From an optimization exercise on the open Yosys and OpenROAD flow, aimed at small area and a short achievable clock period; shortcuts taken in it are not production practice. At most, simulation tests tie the RTL to the original design; equivalence was not proved.

==> run a: inputs <==
==> flow/design.v (excerpt) <==
module arena_top
(
    input  logic                    Clk,
    input  logic                    rst_n,
    input  logic                    wb_cyc,
    input  logic                    wb_stb,
    input  logic                    wb_we,
    input  logic [3-1:0] wb_adr,
    input  logic [31:0]             wb_dat_w,
    output logic [31:0]             wb_dat_r,
    output logic                    wb_ack,
    input  arena_pkg::coord_t                  pix_x,
    input  arena_pkg::coord_t                  pix_y,
    input  logic                    pix_valid,
    input  logic                    frame_tick
);
Settings: LEC_CHECK=0, ABC_AREA=1, CAP_MARGIN=20, CORE_MARGIN=2, CORE_UTILIZATION=55, CTS_BUF_LIST=sky130_fd_sc_hd__clkbuf_4 sky130_fd_sc_hd__clkbuf_8, SETUP_SLACK_MARGIN=3.5, SLEW_MARGIN=20, TNS_END_PERCENT=0; clock period 5.8 ns.
standard.sh (not shown) runs the stock make flow with config.mk's settings and CLKGATE_MAP_FILE= SYNTH_SCRIPT=/design/flow/synth_recipe.tcl, a recipe that flattens the netlist after the stock synthesis.
==> flow/flow/run.sh <==
#!/bin/bash
# The standard layout with these changes:
#  - synthesis maps with the ABC script in flow/abc_area.script (selected by
#    ABC_AREA=1) and leaves adders to ABC (no ADDER_MAP_FILE); the rest of the
#    ORFS scripts are unchanged copies
#  - the port buffers are plain buf cells, which the timing repair can resize
#  - timing repair may resize cells to other footprints
set -euo pipefail
rm -rf scripts_copy
cp -r "$FLOW_HOME/scripts" scripts_copy
cp flow/abc_area.script scripts_copy/abc_area.script
bash standard.sh "SCRIPTS_DIR=$PWD/scripts_copy" ADDER_MAP_FILE= \
    "BUFFER_PORTS_ARGS=-buffer_cell sky130_fd_sc_hd__buf_2" \
    MATCH_CELL_FOOTPRINT=0 finish > standard_flow.log 2>&1
==> flow/flow/abc_area.script <==
strash
dc2
balance
dch -f
map -B 0.9
topo
stime -c
buffer -c
upsize -c
dnsize -c
==> run b (differences from run a) <==
--- a/flow/design.v
+++ b/flow/design.v
@@ -3,43 +3,14 @@
     typedef logic [15:0] score_t;
     typedef enum logic [1:0] {
         ST_START = 2'd0,
         ST_PLAY  = 2'd1,
         ST_DEAD  = 2'd2
     } game_state_t;
 endpackage
-module arena_box_hit
-(
-    input  logic [10-1:0] px,
-    input  logic [10-1:0] py,
-    input  logic [10-1:0] lox,
-    input  logic [10-1:0] loy,
-    input  logic [10:0]   hix,
-    input  logic [10:0]   hiy,
-    output logic                      hit
-);
-    localparam int CW = 10;
-    function automatic logic lt11(input logic [CW:0] a, input logic [CW:0] b);
-        logic [15:0] g;
-        logic [15:0] l;
-        g = '0;
-        l = '0;
-        g[CW:0] = ~a & b;
-        l[CW:0] = a & ~b;
-        for (int s = 1; s < 16; s = s * 2) begin
-            for (int i = 0; i + s < 16; i = i + 2 * s) begin
-                g[i] = g[i+s] | (~l[i+s] & g[i]);
-                l[i] = l[i+s] | (~g[i+s] & l[i]);
-            end
-        end
-        lt11 = g[0];
-    endfunction
-    assign hit = !lt11({1'b0, px}, {1'b0, lox}) && lt11({1'b0, px}, hix) &&
-                 !lt11({1'b0, py}, {1'b0, loy}) && lt11({1'b0, py}, hiy);
-endmodule
 module arena_top
 (
     input  logic                    Clk,
     input  logic                    rst_n,
     input  logic                    wb_cyc,
     input  logic                    wb_stb,
     input  logic                    wb_we,
@@ -65,14 +36,18 @@
             for (int i = 0; i + s < 16; i = i + 2 * s) begin
                 g[i] = g[i+s] | (~l[i+s] & g[i]);
                 l[i] = l[i+s] | (~g[i+s] & l[i]);
             end
         end
         lt11 = g[0];
     endfunction
+    function automatic logic in_span(input logic [CW-1:0] p, input logic [CW-1:0] lo,
+                                     input logic [CW:0] hi);
+        in_span = !lt11({1'b0, p}, {1'b0, lo}) && lt11({1'b0, p}, hi);
+    endfunction
     function automatic logic [CW-1:0] inc10(input logic [CW-1:0] c);
         logic [CW-1:0] m;    
         for (int i = 0; i < CW; i++) begin
             m = {CW{1'b1}} >> (CW - i);
             inc10[i] = c[i] ^ (&(c | ~m));
         end
     endfunction
@@ -115,38 +90,43 @@
             m = {13{1'b1}} >> (16 - i);
             score[i] = score_base[i] ^ (score_lo[3] & (&(score_base[15:3] | ~m)));
         end
     end
     logic req, wr;
     assign req = wb_cyc && wb_stb && !wb_ack;
     assign wr  = req && wb_we;
-    logic [NS-1:0][CW-1:0] flip_x, flip_y;
     logic [1:0]    rsel;
+    logic [NS-1:0][CW-1:0] slot_rx, slot_ry;
     logic [CW-1:0] rd_x, rd_y;
     assign rsel = wb_adr[1:0];
-    assign rd_x = mon_x[rsel] ^ flip_x[rsel];
-    assign rd_y = mon_y[rsel] ^ flip_y[rsel];
-    function automatic logic [31:0] xy_word(input logic [CW-1:0] x, input logic [CW-1:0] y,
-                                            input logic b31);
-        xy_word = '0;
-        xy_word[CW-1:0]   = x;
-        xy_word[16 +: CW] = y;
-        xy_word[31]       = b31;
-    endfunction
+    assign rd_x = slot_rx[rsel];
+    assign rd_y = slot_ry[rsel];
     logic [31:0] rd_data;
     always_comb begin
+        rd_data = '0;
         case (wb_adr)
-            3'd1:    rd_data = xy_word(player_x, player_y, 1'b0);
-            3'd2:    rd_data = xy_word(bullet_x, bullet_y, bullet_en);
-            3'd3:    rd_data = {score, 14'b0, dead, play};
-            3'd4:    rd_data = xy_word(rd_x, rd_y, alive[0]);
-            3'd5:    rd_data = xy_word(rd_x, rd_y, alive[1]);
-            3'd6:    rd_data = xy_word(rd_x, rd_y, alive[2]);
-            3'd7:    rd_data = xy_word(rd_x, rd_y, alive[3]);
-            default: rd_data = '0;
+            3'd1: begin
+                rd_data[CW-1:0]  = player_x;
+                rd_data[16 +: CW] = player_y;
+            end
+            3'd2: begin
+                rd_data[CW-1:0]  = bullet_x;
+                rd_data[16 +: CW] = bullet_y;
+                rd_data[31]      = bullet_en;
+            end
+            3'd3: begin
+                rd_data[1:0]   = {dead, play};
+                rd_data[31:16] = score;
+            end
+            3'd4, 3'd5, 3'd6, 3'd7: begin
+                rd_data[CW-1:0]  = rd_x;
+                rd_data[16 +: CW] = rd_y;
+                rd_data[31]      = alive[rsel];
+            end
+            default: ;
         endcase
     end
     always_ff @(posedge Clk) begin
         wb_dat_r <= rd_data;
     end
     always_ff @(posedge Clk) begin
         if (!rst_n) begin
@@ -170,48 +150,27 @@
                 bullet_en <= wb_dat_w[31];
             end
         end
     end
     logic [NS-1:0] mon_hit;
     logic [NS-1:0] kill;
     logic          bullet_hit, player_hit, player_dead;
-    logic [NS-1:0] mon_box;
-    logic          bullet_box, player_box;
-    for (genvar i = 0; i < NS; i++) begin : g_hit
-        arena_box_hit mon_box_i (
-            .px  (pix_x),
-            .py  (pix_y),
-            .lox (mon_x[i]),
-            .loy (mon_y[i]),
-            .hix ({1'b0, mon_x[i]} + (CW+1)'(22)),
-            .hiy ({1'b0, mon_y[i]} + (CW+1)'(22)),
-            .hit (mon_box[i])
-        );
-    end
-    arena_box_hit bullet_box_i (
-        .px  (pix_x),
-        .py  (pix_y),
-        .lox (bullet_x),
-        .loy (bullet_y),
-        .hix ({1'b0, bullet_x} + (CW+1)'(4)),
-        .hiy ({1'b0, bullet_y} + (CW+1)'(4)),
-        .hit (bullet_box)
-    );
-    arena_box_hit player_box_i (
-        .px  (pix_x),
-        .py  (pix_y),
-        .lox (player_x),
-        .loy (player_y),
-        .hix ({1'b0, player_x} + (CW+1)'(25)),
-        .hiy ({1'b0, player_y} + (CW+1)'(30)),
-        .hit (player_box)
-    );
-    assign mon_hit    = {NS{pix_valid}} & alive & mon_box;
-    assign bullet_hit = pix_valid && bullet_en && bullet_box;
-    assign player_hit = pix_valid && player_box;
+    always_comb begin
+        for (int i = 0; i < NS; i++) begin
+            mon_hit[i] = pix_valid && alive[i] &&
+                         in_span(pix_x, mon_x[i], {1'b0, mon_x[i]} + (CW+1)'(22)) &&
+                         in_span(pix_y, mon_y[i], {1'b0, mon_y[i]} + (CW+1)'(22));
+        end
+    end
+    assign bullet_hit = pix_valid && bullet_en &&
+        in_span(pix_x, bullet_x, {1'b0, bullet_x} + (CW+1)'(4)) &&
+        in_span(pix_y, bullet_y, {1'b0, bullet_y} + (CW+1)'(4));
+    assign player_hit = pix_valid &&
+        in_span(pix_x, player_x, {1'b0, player_x} + (CW+1)'(25)) &&
+        in_span(pix_y, player_y, {1'b0, player_y} + (CW+1)'(30));
     assign kill        = (play && bullet_hit) ? mon_hit : '0;
     assign player_dead = play && player_hit && (|mon_hit);
     always_ff @(posedge Clk) begin
         if (!rst_n) begin
             play_q  <= 1'b0;
             dead_r  <= 1'b0;
             dead_q  <= 1'b0;
@@ -262,27 +221,27 @@
         logic x_lt, x_gt, y_lt, y_gt, step;
         assign x_lt = lt11({1'b0, mon_x[i]}, {1'b0, player_x});
         assign x_gt = lt11({1'b0, player_x}, {1'b0, mon_x[i]});
         assign y_lt = lt11({1'b0, mon_y[i]}, {1'b0, player_y});
         assign y_gt = lt11({1'b0, player_y}, {1'b0, mon_y[i]});
         assign step = frame_tick && alive[i] && !restart;
         logic [CW-1:0] x_inc, x_dec, y_inc, y_dec;
+        logic [3:0]    back;
         assign x_inc = inc10(mon_x[i]);
         assign x_dec = dec10(mon_x[i]);
         assign y_inc = inc10(mon_y[i]);
         assign y_dec = dec10(mon_y[i]);
-        logic [3:0] back;
-        assign back = alive[i] ? 4'b0 : mv[i];
+        assign back  = alive[i] ? 4'b0 : mv[i];
         always_comb begin
-            flip_x[i] = '0;
-            flip_y[i] = '0;
-            if (back[3]) flip_x[i] = x_dec ^ mon_x[i];
-            if (back[2]) flip_x[i] = x_inc ^ mon_x[i];
-            if (back[1]) flip_y[i] = y_dec ^ mon_y[i];
-            if (back[0]) flip_y[i] = y_inc ^ mon_y[i];
+            slot_rx[i] = mon_x[i];
+            slot_ry[i] = mon_y[i];
+            if (back[3]) slot_rx[i] = x_dec;
+            if (back[2]) slot_rx[i] = x_inc;
+            if (back[1]) slot_ry[i] = y_dec;
+            if (back[0]) slot_ry[i] = y_inc;
         end
         always_ff @(posedge Clk) begin
             if (!rst_n) begin
                 alive_q[i] <= 1'b0;
                 mon_x[i]   <= '0;
                 mon_y[i]   <= '0;
                 mv[i]      <= '0;
--- a/flow/flow/run.sh
+++ b/flow/flow/run.sh
@@ -6,9 +6,9 @@
 #  - the port buffers are plain buf cells, which the timing repair can resize
 #  - timing repair may resize cells to other footprints
 set -euo pipefail
 rm -rf scripts_copy
 cp -r "$FLOW_HOME/scripts" scripts_copy
 cp flow/abc_area.script scripts_copy/abc_area.script
 bash standard.sh "SCRIPTS_DIR=$PWD/scripts_copy" ADDER_MAP_FILE= \
-    "BUFFER_PORTS_ARGS=-buffer_cell sky130_fd_sc_hd__buf_2" \
+    "BUFFER_PORTS_ARGS=-buffer_cell sky130_fd_sc_hd__buf_4" \
     MATCH_CELL_FOOTPRINT=0 finish > standard_flow.log 2>&1
==> flow/config.mk (replaced) <==
export PLATFORM = sky130hd
export DESIGN_NAME = arena_top
export DESIGN_NICKNAME = arena_top
export VERILOG_FILES = /design/flow/design.v
export SDC_FILE = /design/flow/constraint.sdc
export NUM_CORES = 4
export LEC_CHECK = 0
export ABC_AREA = 1
export CAP_MARGIN = 20
export CORE_MARGIN = 2
export CORE_UTILIZATION = 40
export SETUP_SLACK_MARGIN = 3.5
export SLEW_MARGIN = 20
export TNS_END_PERCENT = 0
==> run c (differences from run a) <==
--- a/flow/design.v
+++ b/flow/design.v
@@ -115,20 +115,29 @@
             m = {13{1'b1}} >> (16 - i);
             score[i] = score_base[i] ^ (score_lo[3] & (&(score_base[15:3] | ~m)));
         end
     end
     logic req, wr;
     assign req = wb_cyc && wb_stb && !wb_ack;
     assign wr  = req && wb_we;
-    logic [NS-1:0][CW-1:0] flip_x, flip_y;
     logic [1:0]    rsel;
-    logic [CW-1:0] rd_x, rd_y;
-    assign rsel = wb_adr[1:0];
-    assign rd_x = mon_x[rsel] ^ flip_x[rsel];
-    assign rd_y = mon_y[rsel] ^ flip_y[rsel];
+    logic [CW-1:0] sel_x, sel_y, rd_x, rd_y;
+    logic [3:0]    rd_mv;
+    assign rsel  = wb_adr[1:0];
+    assign sel_x = mon_x[rsel];
+    assign sel_y = mon_y[rsel];
+    assign rd_mv = alive[rsel] ? 4'b0 : mv[rsel];
+    always_comb begin
+        rd_x = sel_x;
+        rd_y = sel_y;
+        if (rd_mv[3]) rd_x = dec10(sel_x);
+        if (rd_mv[2]) rd_x = inc10(sel_x);
+        if (rd_mv[1]) rd_y = dec10(sel_y);
+        if (rd_mv[0]) rd_y = inc10(sel_y);
+    end
     function automatic logic [31:0] xy_word(input logic [CW-1:0] x, input logic [CW-1:0] y,
                                             input logic b31);
         xy_word = '0;
         xy_word[CW-1:0]   = x;
         xy_word[16 +: CW] = y;
         xy_word[31]       = b31;
     endfunction
@@ -266,24 +275,14 @@
         assign y_gt = lt11({1'b0, player_y}, {1'b0, mon_y[i]});
         assign step = frame_tick && alive[i] && !restart;
         logic [CW-1:0] x_inc, x_dec, y_inc, y_dec;
         assign x_inc = inc10(mon_x[i]);
         assign x_dec = dec10(mon_x[i]);
         assign y_inc = inc10(mon_y[i]);
         assign y_dec = dec10(mon_y[i]);
-        logic [3:0] back;
-        assign back = alive[i] ? 4'b0 : mv[i];
-        always_comb begin
-            flip_x[i] = '0;
-            flip_y[i] = '0;
-            if (back[3]) flip_x[i] = x_dec ^ mon_x[i];
-            if (back[2]) flip_x[i] = x_inc ^ mon_x[i];
-            if (back[1]) flip_y[i] = y_dec ^ mon_y[i];
-            if (back[0]) flip_y[i] = y_inc ^ mon_y[i];
-        end
         always_ff @(posedge Clk) begin
             if (!rst_n) begin
                 alive_q[i] <= 1'b0;
                 mon_x[i]   <= '0;
                 mon_y[i]   <= '0;
                 mv[i]      <= '0;
             end else begin
--- a/flow/flow/run.sh
+++ b/flow/flow/run.sh
@@ -6,9 +6,9 @@
 #  - the port buffers are plain buf cells, which the timing repair can resize
 #  - timing repair may resize cells to other footprints
 set -euo pipefail
 rm -rf scripts_copy
 cp -r "$FLOW_HOME/scripts" scripts_copy
 cp flow/abc_area.script scripts_copy/abc_area.script
 bash standard.sh "SCRIPTS_DIR=$PWD/scripts_copy" ADDER_MAP_FILE= \
-    "BUFFER_PORTS_ARGS=-buffer_cell sky130_fd_sc_hd__buf_2" \
+    "BUFFER_PORTS_ARGS=-buffer_cell sky130_fd_sc_hd__buf_4" \
     MATCH_CELL_FOOTPRINT=0 finish > standard_flow.log 2>&1
==> flow/config.mk (replaced) <==
export PLATFORM = sky130hd
export DESIGN_NAME = arena_top
export DESIGN_NICKNAME = arena_top
export VERILOG_FILES = /design/flow/design.v
export SDC_FILE = /design/flow/constraint.sdc
export NUM_CORES = 4
export LEC_CHECK = 0
export ABC_AREA = 1
export CAP_MARGIN = 20
export CORE_MARGIN = 2
export CORE_UTILIZATION = 55
export SETUP_SLACK_MARGIN = 3.5
export SLEW_MARGIN = 20
export TNS_END_PERCENT = 0
==> impl_metrics.csv <==
group,metric,value,unit
status,status,"timing/DRC/antenna clean",
final_layout,syn2layout_area_growth,12.4,%
route,wl_met2,30300,um
power_and_ir_drop,p_comb_frac,0.180,
floorplan,initial_utilization,0.558,
power_and_ir_drop,power.density,146,nW/um^2
synth,syn_area,17000,sq um
critical_path,crit_path_end,"dead_q$_SDFF_PN0_",
the above is filed under run a

==> impl_metrics.csv <==
group,metric,value,unit
floorplan,initial_utilization,0.404,
power_and_ir_drop,p_comb_frac,0.164,
final_layout,syn2layout_area_growth,18.2,%
power_and_ir_drop,power.density,149,nW/um^2
synth,syn_area,17800,sq um
sta,postLayoutSetupSlackWorst,3.22,ns
status,status,"timing/DRC/antenna clean",
global_route,gr-total-overflow,0,
final_layout,multi_input_area,12400,sq um
the above is filed under run b

==> impl_metrics.csv <==
group,metric,value,unit
status,status,"timing/DRC/antenna clean",
final_layout,postLayoutCellArea,18200,sq um
clocking,htree_levels,4,
final_layout,finish.utilization,0.630,
synth,syn_area,16200,sq um
floorplan,initial_utilization,0.561,
power_and_ir_drop,power.density,172,nW/um^2
power_and_ir_drop,power_frac_seq,0.437,
clocking,cts_hold_buf,0,
power_and_ir_drop,p_comb_frac,0.170,
route,wl_met2,27600,um
the above is filed under run c

For run c, only the layout was checked, not whether the RTL still works.

[re-timing with driven ports]
In the flow no input, the clock included, has a driving cell. The finished layouts below were timed again as built, in two steps. Step 1 sets driving cells, clkbuf_16 on the clock port and buf_2 on the other inputs (assumed; they add their load-dependent delay and slew). Step 2 also shifts input and output timing later by t, the mid clock arrival at the registers, as if the neighbouring blocks saw the same clock. Three values: ideal, step 1, step 2; two values: the first two.
run | t, ns | slack for setup (ns) | cell pins on the clock port's net
run a | 0.593 | 3.175 / 3.158 / 2.565 | 1
run b | 0.573 | 3.218 / 3.242 / 2.671 | 1
run c | 0.516 | 2.811 / 2.780 / 2.264 | 1
After both steps setup and hold are still met in every run listed. For run a, which loses most, drivers alone change the setup slack by -0.017 ns; drivers and shift together by -0.610 ns.
